From an optimization exercise on the open Yosys and OpenROAD flow, aimed at small area; shortcuts taken in it are not production practice.
Only simulation tests tie the RTL to the original design; equivalence was not proved.
Power and IR drop assume default switching activity.

== v55 ==
## synth_top
module synth_top (
  input logic Clk,
  input logic reset,
  input logic midi_in,
  output logic pdm_out,
  output logic [4-1:0] voice_active,
  output logic signed [18-1:0] mix_sample,
  output logic mix_valid
);
For scale: ~880 cells after synthesis, roughly 27 I/O pins, roughly 0.0094 sq mm of cells after synthesis.
Settings: LEC_CHECK=0, ABC_AREA=1, CAP_MARGIN=5, CORE_MARGIN=2, CORE_UTILIZATION=60, SLEW_MARGIN=5; clock period 40.0 ns.
standard.sh (not shown) runs the stock make flow with config.mk's settings and CLKGATE_MAP_FILE= SYNTH_SCRIPT=/design/flow/synth_recipe.tcl, a recipe that flattens the netlist after the stock synthesis.
==> flow/flow/run.sh <==
#!/bin/bash
# Standard synthesis, then the combinational logic is re-mapped with a
# stronger ABC script (registers untouched), then the standard layout steps,
# with no dummy clock loads and buf_1 port buffers.
set -euo pipefail
HERE=$(pwd)
RES=$HERE/orfs/results/$FLOW_PLATFORM/synth_top/base
YOSYS=${YOSYS_EXE:-$FLOW_HOME/../tools/install/yosys/bin/yosys}
[ -x "$YOSYS" ] || YOSYS=yosys
LIB=$FLOW_HOME/platforms/$FLOW_PLATFORM/lib/sky130_fd_sc_hd__tt_025C_1v80.lib

bash standard.sh synth > std_synth.log 2>&1

# liberty without the platform's dont-use cells, for ABC
DONT_USE=$(sed -n '/^export DONT_USE_CELLS += /,/^#/p' $FLOW_HOME/platforms/$FLOW_PLATFORM/config.mk | grep -oE "sky130_fd_sc_hd__[a-z0-9_]+" | tr '\n' ' ')
python3 flow/filtlib.py $LIB remap.lib $DONT_USE > filtlib.log 2>&1
# cells kept as they are: registers, adder cells and tie cells
KEEP='sky130_fd_sc_hd__df* sky130_fd_sc_hd__edf* sky130_fd_sc_hd__sdf* sky130_fd_sc_hd__sedf* sky130_fd_sc_hd__dl* sky130_fd_sc_hd__fa_* sky130_fd_sc_hd__fah* sky130_fd_sc_hd__ha_* sky130_fd_sc_hd__conb_*'
python3 flow/filtlib.py remap.lib remap_comb.lib $KEEP >> filtlib.log 2>&1
python3 flow/filtlib.py remap.lib remap_keep.lib --keep $KEEP >> filtlib.log 2>&1

cp $RES/1_2_yosys.v yosys_standard.v
# a few ABC scripts in parallel; the smallest netlist is used
NF='&get,-n;&dch,-f;&nf,-p,-R,1000;&put'
SCRIPTS=(
  "+strash;$NF"
  "+strash;$NF;strash;$NF"
  "+strash;&get,-n;&deepsyn,-T,300;&put;$NF"
  "+strash;&get,-n;&deepsyn,-T,300,-S,7;&put;$NF"
)
for i in "${!SCRIPTS[@]}"; do
  REMAP_ABC="${SCRIPTS[$i]}" REMAP_LIB=$HERE/remap.lib REMAP_COMB_LIB=$HERE/remap_comb.lib REMAP_KEEP_LIB=$HERE/remap_keep.lib \
    REMAP_IN=$HERE/yosys_standard.v REMAP_OUT=$HERE/yosys_remap_$i.v \
    $YOSYS -c flow/remap.tcl > remap_$i.log 2>&1 &
done
wait
best=""; best_area=""
for i in "${!SCRIPTS[@]}"; do
  [ -f yosys_remap_$i.v ] && grep -q "Found and reported 0 problems" remap_$i.log || continue
  area=$(grep "Chip area for module" yosys_remap_$i.v.stat.txt | awk '{print $NF}')
  echo "script $i: area $area: ${SCRIPTS[$i]}" >> remap_choice.log
  if [ -z "$best" ] || awk "BEGIN{exit !($area < $best_area)}"; then best=$i; best_area=$area; fi
done
[ -n "$best" ] || { echo "no remap succeeded" >&2; exit 1; }
echo "chosen: script $best" >> remap_choice.log
cp yosys_remap_$best.v yosys_remap.v
cp yosys_remap.v $RES/1_2_yosys.v
rm -f $RES/1_synth.odb $RES/1_synth.sdc

bash standard.sh \
  "CTS_ARGS=-sink_clustering_enable -repair_clock_nets -dont_use_dummy_load -sink_clustering_size 10 -sink_clustering_max_diameter 60 -buf_list sky130_fd_sc_hd__clkbuf_4" \
  "BUFFER_PORTS_ARGS=-buffer_cell sky130_fd_sc_hd__buf_1" \
  finish > std_finish.log 2>&1

# the filtered libraries are large and only inputs; keep the logs
rm -f remap.lib remap_comb.lib remap_keep.lib
==> flow/flow/remap.tcl <==
# Re-map the combinational logic of the standard synthesis netlist with a
# stronger ABC script. Registers, adder cells and tie cells stay exactly as
# the standard synthesis made them (same instances, names and cell types).
yosys -import
set lib $::env(REMAP_LIB)
# combinational cells as logic, kept cells as black boxes
read_liberty -ignore_miss_func $::env(REMAP_COMB_LIB)
read_liberty -lib $::env(REMAP_KEEP_LIB)
read_verilog $::env(REMAP_IN)
hierarchy -top $::env(FLOW_TOP)
flatten -noscopeinfo
opt_clean -purge
tee -o $::env(REMAP_OUT).pre_stat.txt stat -liberty $lib
abc -liberty $lib -script $::env(REMAP_ABC)
setundef -zero
splitnets
opt_clean -purge
hilomap -singleton -hicell sky130_fd_sc_hd__conb_1 HI -locell sky130_fd_sc_hd__conb_1 LO
insbuf -buf sky130_fd_sc_hd__buf_1 A X
opt_clean -purge
tee -o $::env(REMAP_OUT).stat.txt stat -liberty $lib
select $::env(FLOW_TOP)
write_verilog -noattr -nohex -nodec -selected $::env(REMAP_OUT)
# check the written netlist against the full library
design -reset
read_liberty -lib $lib
read_verilog $::env(REMAP_OUT)
hierarchy -check -top $::env(FLOW_TOP)
check -assert -mapped
Other scripts of this flow, unchanged in this note and not shown: flow/flow/filtlib.py
v55: no failed stages, no open violations at the end
Modified inputs, v38 compared to v55
-- flow/flow/run.sh --
<<< v55, line 15
DONT_USE=$(sed -n '/^export DONT_USE_CELLS += /,/^#/p' $FLOW_HOME/platforms/$FLOW_PLATFORM/config.mk | grep -oE "sky130_fd_sc_hd__[a-z0-9_]+" | tr '\n' ' ')
python3 flow/filtlib.py $LIB remap.lib $DONT_USE > filtlib.log 2>&1
# cells kept as they are: registers, adder cells and tie cells
KEEP='sky130_fd_sc_hd__df* sky130_fd_sc_hd__edf* sky130_fd_sc_hd__sdf* sky130_fd_sc_hd__sedf* sky130_fd_sc_hd__dl* sky130_fd_sc_hd__fa_* sky130_fd_sc_hd__fah* sky130_fd_sc_hd__ha_* sky130_fd_sc_hd__conb_*'
python3 flow/filtlib.py remap.lib remap_comb.lib $KEEP >> filtlib.log 2>&1
python3 flow/filtlib.py remap.lib remap_keep.lib --keep $KEEP >> filtlib.log 2>&1
>>> v38, line 15
DONT_USE=$(sed -n '/^export DONT_USE_CELLS += /,/^#/p' $FLOW_HOME/platforms/$FLOW_PLATFORM/config.mk | grep -oE "sky130_fd_sc_hd__[a-z0-9_]+" | tr '\n' ' ')
python3 flow/filtlib.py $LIB remap.lib $DONT_USE > filtlib.log 2>&1
# cells kept as they are: registers, full-adder cells and tie cells (half
# adders are re-mapped with the rest of the logic)
KEEP='sky130_fd_sc_hd__df* sky130_fd_sc_hd__edf* sky130_fd_sc_hd__sdf* sky130_fd_sc_hd__sedf* sky130_fd_sc_hd__dl* sky130_fd_sc_hd__fa_* sky130_fd_sc_hd__fah* sky130_fd_sc_hd__conb_*'
python3 flow/filtlib.py remap.lib remap_comb.lib $KEEP >> filtlib.log 2>&1
python3 flow/filtlib.py remap.lib remap_keep.lib --keep $KEEP >> filtlib.log 2>&1
-- flow/flow/remap.tcl --
<<< v55, line 1
# Re-map the combinational logic of the standard synthesis netlist with a
# stronger ABC script. Registers, adder cells and tie cells stay exactly as
# the standard synthesis made them (same instances, names and cell types).
yosys -import
>>> v38, line 1
# Re-map the combinational logic of the standard synthesis netlist with a
# stronger ABC script. Registers, full-adder cells and tie cells stay exactly as
# the standard synthesis made them (same instances, names and cell types).
yosys -import
-- flow/config.mk --
<<< v55, line 7
export LEC_CHECK = 0
export ABC_AREA = 1
export CAP_MARGIN = 5
export CORE_MARGIN = 2
export CORE_UTILIZATION = 60
export SLEW_MARGIN = 5
>>> v38, line 7
export LEC_CHECK = 0
export ABC_AREA = 1
export CAP_MARGIN = 20
export CORE_MARGIN = 2
export CORE_UTILIZATION = 60
export SLEW_MARGIN = 20
==> run summary <==
Relative to v55, the total vias in the final route of v38 is lower by 0.79%.
Relative to v55, v38 improves total power.
After synthesis and placement, the instance count of v38 is below that of v55.
NOTE wire length per cell after detailed routing v55->v38 increased by a few percent
Comparing v55 and v38, the lower sequential share of layout area was measured on v55.
NOTE synthesized cell count v55->v38 increased slightly
met3 global-route usage for v38 is lower than for v55.
Relative to v55, the total nets after synthesis of v38 is lower by about 2.6%.
Between v55 and v38, the first-pass GRT wire length is lower for v38.
NOTE detailed-routed wire length on met2 v55->v38 increased by more than 10%
Depth of the worst register-to-register path of v38 falls short of that of v55 by more than 10%.
Input changes introduced in v54 (baseline for comparison: v38):
-- flow/flow/run.sh --
<<< v38, line 15
DONT_USE=$(sed -n '/^export DONT_USE_CELLS += /,/^#/p' $FLOW_HOME/platforms/$FLOW_PLATFORM/config.mk | grep -oE "sky130_fd_sc_hd__[a-z0-9_]+" | tr '\n' ' ')
python3 flow/filtlib.py $LIB remap.lib $DONT_USE > filtlib.log 2>&1
# cells kept as they are: registers, full-adder cells and tie cells (half
# adders are re-mapped with the rest of the logic)
KEEP='sky130_fd_sc_hd__df* sky130_fd_sc_hd__edf* sky130_fd_sc_hd__sdf* sky130_fd_sc_hd__sedf* sky130_fd_sc_hd__dl* sky130_fd_sc_hd__fa_* sky130_fd_sc_hd__fah* sky130_fd_sc_hd__conb_*'
python3 flow/filtlib.py remap.lib remap_comb.lib $KEEP >> filtlib.log 2>&1
python3 flow/filtlib.py remap.lib remap_keep.lib --keep $KEEP >> filtlib.log 2>&1
>>> v54, line 15
DONT_USE=$(sed -n '/^export DONT_USE_CELLS += /,/^#/p' $FLOW_HOME/platforms/$FLOW_PLATFORM/config.mk | grep -oE "sky130_fd_sc_hd__[a-z0-9_]+" | tr '\n' ' ')
python3 flow/filtlib.py $LIB remap.lib $DONT_USE > filtlib.log 2>&1
# cells kept as they are: registers, adder cells and tie cells
KEEP='sky130_fd_sc_hd__df* sky130_fd_sc_hd__edf* sky130_fd_sc_hd__sdf* sky130_fd_sc_hd__sedf* sky130_fd_sc_hd__dl* sky130_fd_sc_hd__fa_* sky130_fd_sc_hd__fah* sky130_fd_sc_hd__ha_* sky130_fd_sc_hd__conb_*'
python3 flow/filtlib.py remap.lib remap_comb.lib $KEEP >> filtlib.log 2>&1
python3 flow/filtlib.py remap.lib remap_keep.lib --keep $KEEP >> filtlib.log 2>&1
<<< v38, line 29
  "+strash;&get,-n;&deepsyn,-T,300;&put;$NF"
  "+strash;&get,-n;&deepsyn,-T,300,-S,7;&put;$NF"
)
for i in "${!SCRIPTS[@]}"; do
  REMAP_ABC="${SCRIPTS[$i]}" REMAP_LIB=$HERE/remap.lib REMAP_COMB_LIB=$HERE/remap_comb.lib REMAP_KEEP_LIB=$HERE/remap_keep.lib \
    REMAP_IN=$HERE/yosys_standard.v REMAP_OUT=$HERE/yosys_remap_$i.v \
>>> v54, line 28
  "+strash;&get,-n;&deepsyn,-T,300;&put;$NF"
  "+strash;&get,-n;&deepsyn,-T,300,-S,7;&put;$NF"
  "+strash;&get,-n;&deepsyn,-T,300,-S,11;&put;$NF"
  "+strash;&get,-n;&deepsyn,-T,300,-S,23;&put;$NF"
  "+strash;&get,-n;&deepsyn,-T,300,-S,42;&put;$NF"
  "+strash;&get,-n;&deepsyn,-T,300,-S,5;&put;$NF;strash;$NF"
)
# at most NUM_CORES runs at a time
for i in "${!SCRIPTS[@]}"; do
  while [ "$(jobs -rp | wc -l)" -ge "${NUM_CORES:-4}" ]; do sleep 2; done
  REMAP_ABC="${SCRIPTS[$i]}" REMAP_LIB=$HERE/remap.lib REMAP_COMB_LIB=$HERE/remap_comb.lib REMAP_KEEP_LIB=$HERE/remap_keep.lib \
    REMAP_IN=$HERE/yosys_standard.v REMAP_OUT=$HERE/yosys_remap_$i.v \
-- flow/flow/remap.tcl --
<<< v38, line 1
# Re-map the combinational logic of the standard synthesis netlist with a
# stronger ABC script. Registers, full-adder cells and tie cells stay exactly as
# the standard synthesis made them (same instances, names and cell types).
yosys -import
>>> v54, line 1
# Re-map the combinational logic of the standard synthesis netlist with a
# stronger ABC script. Registers, adder cells and tie cells stay exactly as
# the standard synthesis made them (same instances, names and cell types).
yosys -import
Findings:
- The area growth from synthesis to layout on v38 is in line with that on v54.
- Non-clock buffer count: v54 > v38
- Measured against each other, v38 and v54 differ in number of buffers and inverters on the critical path, the lower figure coming from v38.
- A group drawing the most power of sequential cells is what v38 shows, while combinational cells belongs to v54.
- Against v38, v54 comes in 0.50 points higher on routing usage on met3.
- Delta (v54 minus v38): worst-case setup margin in the final layout lost 2130 ps, post-layout minimum cycle time picked up an extra 2130 ps.
The inputs of v46 differ from those of v54 as listed below.
-- flow/flow/run.sh --
<<< v54, line 28
  "+strash;&get,-n;&deepsyn,-T,300;&put;$NF"
  "+strash;&get,-n;&deepsyn,-T,300,-S,7;&put;$NF"
  "+strash;&get,-n;&deepsyn,-T,300,-S,11;&put;$NF"
  "+strash;&get,-n;&deepsyn,-T,300,-S,23;&put;$NF"
  "+strash;&get,-n;&deepsyn,-T,300,-S,42;&put;$NF"
  "+strash;&get,-n;&deepsyn,-T,300,-S,5;&put;$NF;strash;$NF"
)
# at most NUM_CORES runs at a time
for i in "${!SCRIPTS[@]}"; do
  while [ "$(jobs -rp | wc -l)" -ge "${NUM_CORES:-4}" ]; do sleep 2; done
  REMAP_ABC="${SCRIPTS[$i]}" REMAP_LIB=$HERE/remap.lib REMAP_COMB_LIB=$HERE/remap_comb.lib REMAP_KEEP_LIB=$HERE/remap_keep.lib \
    REMAP_IN=$HERE/yosys_standard.v REMAP_OUT=$HERE/yosys_remap_$i.v \
>>> v46, line 28
  "+strash;&get,-n;&deepsyn,-T,300;&put;$NF"
  "+strash;&get,-n;&deepsyn,-T,300,-S,7;&put;$NF"
)
for i in "${!SCRIPTS[@]}"; do
  REMAP_ABC="${SCRIPTS[$i]}" REMAP_LIB=$HERE/remap.lib REMAP_COMB_LIB=$HERE/remap_comb.lib REMAP_KEEP_LIB=$HERE/remap_keep.lib \
    REMAP_IN=$HERE/yosys_standard.v REMAP_OUT=$HERE/yosys_remap_$i.v \
[summary]
Between v54 and v46, the power share of the combinational group does not differ in any meaningful way. On final critical-path share of the clock period, v46 tracks v54 almost exactly. Diff v54..v46 | floorplan row count | unchanged. v46 -> v54: switching share of total power delta 0, exact match. There was hardly any difference in core utilization between v46 and v54. Comparing v54 against v46, there is no change at all in global-route met3 utilization. Reported for v46 and v54, total non-filler cell area in the finished layout turned out identical to the last digit.

## re-timing with driven ports
How much do the figures lean on ideal ports? The routed layouts below were timed once more, with nothing changed but the port constraints. Step 1 sets driving cells, clkbuf_16 on the clock port and buf_2 on the other inputs (assumed; they add their load-dependent delay and slew). Step 2 times the ports against the registers' clock, not the clock port: input delays grow and output delays shrink by t, the midpoint of the rising clock arrivals with the driver on. Three values: ideal, step 1, step 2; two values: the first two.
| run | t (ns) | setup WS [ns] | worst setup path at the end | latest minus earliest clock arrival (ns) | pins driven straight from the clock port |
|---|---|---|---|---|---|
| v55 | 0.631 | 26.945 / 26.945 / 26.945 | register to register | 0.058 / 0.057 | 1 |
| v38 | 0.629 | 29.000 / 29.000 / 29.000 | register to register | 0.065 / 0.065 | 1 |
| v54 | 0.632 | 26.875 / 26.875 / 26.875 | register to register | 0.058 / 0.058 | 1 |
| v46 | 0.632 | 26.875 / 26.875 / 26.875 | register to register | 0.058 / 0.058 | 1 |
After both steps every run listed still meets setup and hold.
